From an optimization exercise on the open Yosys and OpenROAD flow, aimed at small area, a short achievable clock period and few clock cycles; shortcuts taken in it are not production practice.
At most, simulation tests tie the RTL to the original design; equivalence was not proved.

==> run P <==
// gap_fc_top
module gap_fc_top (
    input  logic              clk,
    input  logic              rst_n,
    input  logic              start,
    input  logic [15:0]       pix_count,
    input  logic [15:0]       fm_base,
    output logic              busy,
    output logic              done,
    output logic              fm_rd_en,
    output logic [15:0]       fm_rd_addr,
    input  logic signed [7:0] fm_rd_data,
    input  logic              param_wr_en,
    input  logic [1:0]        param_wr_sel,
    input  logic [7:0]        param_wr_addr,
    input  logic [31:0]       param_wr_data,
    output logic              res_valid,
    output logic [1:0]        res_idx,
    output logic signed [7:0] res_data
);
    logic               h_valid;
    logic [23:0]        h_data;
    logic               h_take;
    logic [1:0]         w_o;
    logic [2:0]         w_c;
    logic signed [7:0]  w_byte;
    logic [1:0]         f_o;
    logic [31:0]        f_bias;
    logic [15:0]        f_m;
    logic [1:0]         r_o;
    logic [4:0]         f_s;
    logic               f_v;
    logic [15:0]        g_m;
    logic [4:0]         g_s;
    logic               g_v;
    param_regs u_params (
        .clk(clk), .rst_n(rst_n),
        .param_wr_en(param_wr_en), .param_wr_sel(param_wr_sel),
        .param_wr_addr(param_wr_addr), .param_wr_data(param_wr_data),
        .w_o(w_o), .w_c(w_c), .w_byte(w_byte),
  ...
Settings: LEC_CHECK=0, CAP_MARGIN=50, CORE_MARGIN=2, CORE_UTILIZATION=40, CTS_CLUSTER_DIAMETER=120, CTS_CLUSTER_SIZE=22, SLEW_MARGIN=70; clock period 15.0 ns.
standard.sh (not shown) runs the stock make flow with config.mk's settings and CLKGATE_MAP_FILE= SYNTH_SCRIPT=/design/flow/synth_recipe.tcl, a recipe that flattens the netlist after the stock synthesis.
==> flow/flow/run.sh <==
#!/bin/bash
# The standard layout (the standard.sh: ORFS synthesis through finish), with two knobs
# changed: ports are buffered with buf_4 instead of the cell buffer_ports picks by default, and
# repair_timing aims for a setup slack of 10.6 ns at the design's 15 ns clock.
# Each run's full output goes to flow_make.log in the work folder.
set -euo pipefail
bash standard.sh SETUP_SLACK_MARGIN=10.6 "BUFFER_PORTS_ARGS=-buffer_cell sky130_fd_sc_hd__buf_4" finish > flow_make.log 2>&1
==> run M (differences from run P) <==
--- a/flow/design.v
+++ b/flow/design.v
@@ -277,10 +277,11 @@
     logic        can_load, ld_gap, ld_fc, load;
     logic        ld_pre, ld_g;
     logic        pre;          
     logic        fc_ok;
     logic        xsum_ok;      
+    logic        a_v, a_first, a_last;
     assign can_load = !e_busy || (e_step == 2'd3);
     assign ld_gap   = can_load && !gcnt[3] && h_valid;
     assign fc_ok    = xsum_ok;
     assign ld_fc    = can_load && gcnt[3] && fc_ok;
     assign ld_pre   = can_load && gcnt[3] && !fc_ok && !pre && h_valid;
@@ -394,10 +395,11 @@
         if (!rst_n) w_v <= 1'b0;
         else        w_v <= e_busy && (e_step == 2'd3);
     end
     logic signed [7:0]  pooled;
     logic signed [7:0]  w_q;
+    logic [18:0] ps_q, pc_q;
     logic [18:0] bp [0:3];
     logic [18:0] nb;
     logic [18:0] c1s, c1c, c2s, c2c, c3s, c3c;
     logic [18:0] a_s, a_x, a_y;
     logic [18:0] acc_in;
@@ -431,30 +433,31 @@
     logic [2:0]  m_c;
     logic        f_busy;
     logic [1:0]  f_n;
     logic        f_go;
     logic        p_v, p_first, p_last;
-    logic [18:0] g3s, g3c;
-    assign a_s    = (p_v && p_first) ? 19'd0 : q[0];
-    assign g3s    = p_v ? c3s : 19'd0;
-    assign g3c    = p_v ? c3c : 19'd0;
-    assign a_x    = a_s ^ g3s ^ g3c;
-    assign a_y    = {(a_s[17:0] & g3s[17:0]) | (a_s[17:0] & g3c[17:0]) | (g3s[17:0] & g3c[17:0]), 1'b0};
+    assign a_s    = (a_v && a_first) ? 19'd0 : q[0];
+    assign a_x    = a_s ^ ps_q ^ pc_q;
+    assign a_y    = {(a_s[17:0] & ps_q[17:0]) | (a_s[17:0] & pc_q[17:0]) | (ps_q[17:0] & pc_q[17:0]), 1'b0};
     assign acc_in = a_x + a_y;
     logic [1:0]  f_cnt;
     logic        f_start;
     assign f_start = (w_v && w_gap && !(w_pre && pre)) || (pv_hold && !pre);
     assign f_go    = f_start || f_busy;
     assign f_cnt  = f_busy ? f_n : 2'd0;
-    assign w_o    = ph + 2'd1;
+    assign w_o    = ph + 2'd2;
     assign w_c    = m_c;
     assign s_sel  = q[sidx];
     always_ff @(posedge clk) begin
         if (w_v && w_gap) pooled <= y;
         w_q     <= w_byte;
         p_first <= m_c == 3'd0;
         p_last  <= m_c == 3'd7;
+        ps_q    <= p_v ? c3s : 19'd0;
+        pc_q    <= p_v ? c3c : 19'd0;
+        a_first <= p_first;
+        a_last  <= p_last;
         q[0]    <= q[1];
         q[1]    <= q[2];
         q[2]    <= q[3];
         q[3]    <= acc_in;
     end
@@ -467,22 +470,24 @@
             f_busy  <= 1'b0;
             pv_hold <= 1'b0;
             f_n     <= '0;
             m_c     <= '0;
             p_v     <= 1'b0;
+            a_v     <= 1'b0;
         end else begin
             ph      <= ph + 2'd1;
             sidx    <= sidx - 2'd1 + {1'b0, ld_fc};
             xsum_ok <= fin[fcnt] && !ld_fc;
-            if (p_v && p_last) fin[ph] <= 1'b1;
+            if (a_v && a_last) fin[ph] <= 1'b1;
             if (ld_fc && fcnt == 2'd3) fin <= '0;
             f_busy  <= f_go && (f_cnt != 2'd3);
             if (w_v && w_gap && w_pre && pre) pv_hold <= 1'b1;
             else if (!pre)                    pv_hold <= 1'b0;
             f_n     <= f_cnt + 2'd1;
             if (f_go && f_cnt == 2'd3) m_c <= m_c + 3'd1;
             p_v <= f_go;
+            a_v <= p_v;
         end
     end
     always_ff @(posedge clk) begin
         res_idx  <= w_oo;
         res_data <= y;
--- a/flow/config.mk
+++ b/flow/config.mk
@@ -6,8 +6,8 @@
 export NUM_CORES = 4
 export LEC_CHECK = 0
 export CAP_MARGIN = 50
 export CORE_MARGIN = 2
 export CORE_UTILIZATION = 40
-export CTS_CLUSTER_DIAMETER = 120
-export CTS_CLUSTER_SIZE = 22
+export CTS_CLUSTER_DIAMETER = 100
+export CTS_CLUSTER_SIZE = 26
 export SLEW_MARGIN = 70
==> comparison table <==
Run status: run P complete, no violations; run M complete, no violations
GR Layer Usage met2: run P 30.3%; run M 30.2%
Count of non-filler cells in the finished layout: run P 4931; run M 5027
Relative area of non-clock buffer cells in the final design: run P 4.98%; run M 4.51%
Cells resized by post-CTS repair: run P 61; run M 17
Capture point of the worst path: run P u_fc.q[3][18]; run M u_params.w_mem[6][0]
First-pass GRT wire length: run P 158 mm; run M 157 mm
Fraction of registers with async set or reset after synthesis: run P 6.40%; run M 6.28%
Pin slew with the least headroom to its limit: run P 0.489 ns; run M 0.413 ns
Cell area after technology mapping: run P 43700 um2; run M 44200 um2
Die span in y: run P 334 um; run M 336 um
Clk sink count: run P 906; run M 939
Slowest stage delay, CP: run P 0.50 ns; run M 0.45 ns
Testbench counts of run M, summed over its fixed seeds: cycles 25,268.
The RTL of run P was laid out without a check of its function.

-- separate check: timing with driven ports --
In the flow no input, the clock included, has a driving cell. The finished layouts below were timed again as built, in two steps.
Step 1, drivers: a clkbuf_16 drives clk and a buf_2 each remaining input, both assumed.
Step 2, shift: input delay + t, output delay - t, t = (earliest + latest rising clock arrival at the registers) / 2. This alone moves slack from input paths to output paths.
a / b / c = no drivers / after step 1 / after step 2; a / b = the first two.
run	t (ns)	setup slack, ns	worst setup path after step 2	worst register clock-pin slew, ns	worst data-port slew with drivers (ns)
run P	0.730	10.271 / 10.271 / 9.914	input to register	0.10 / 0.10	0.05
run M	0.738	10.616 / 10.569 / 9.920	input to register	0.10 / 0.10	0.05
After both steps every run listed still meets setup and hold. The setup slack of run M, which loses most, moves by -0.047 ns with the drivers and by -0.696 ns with both steps.
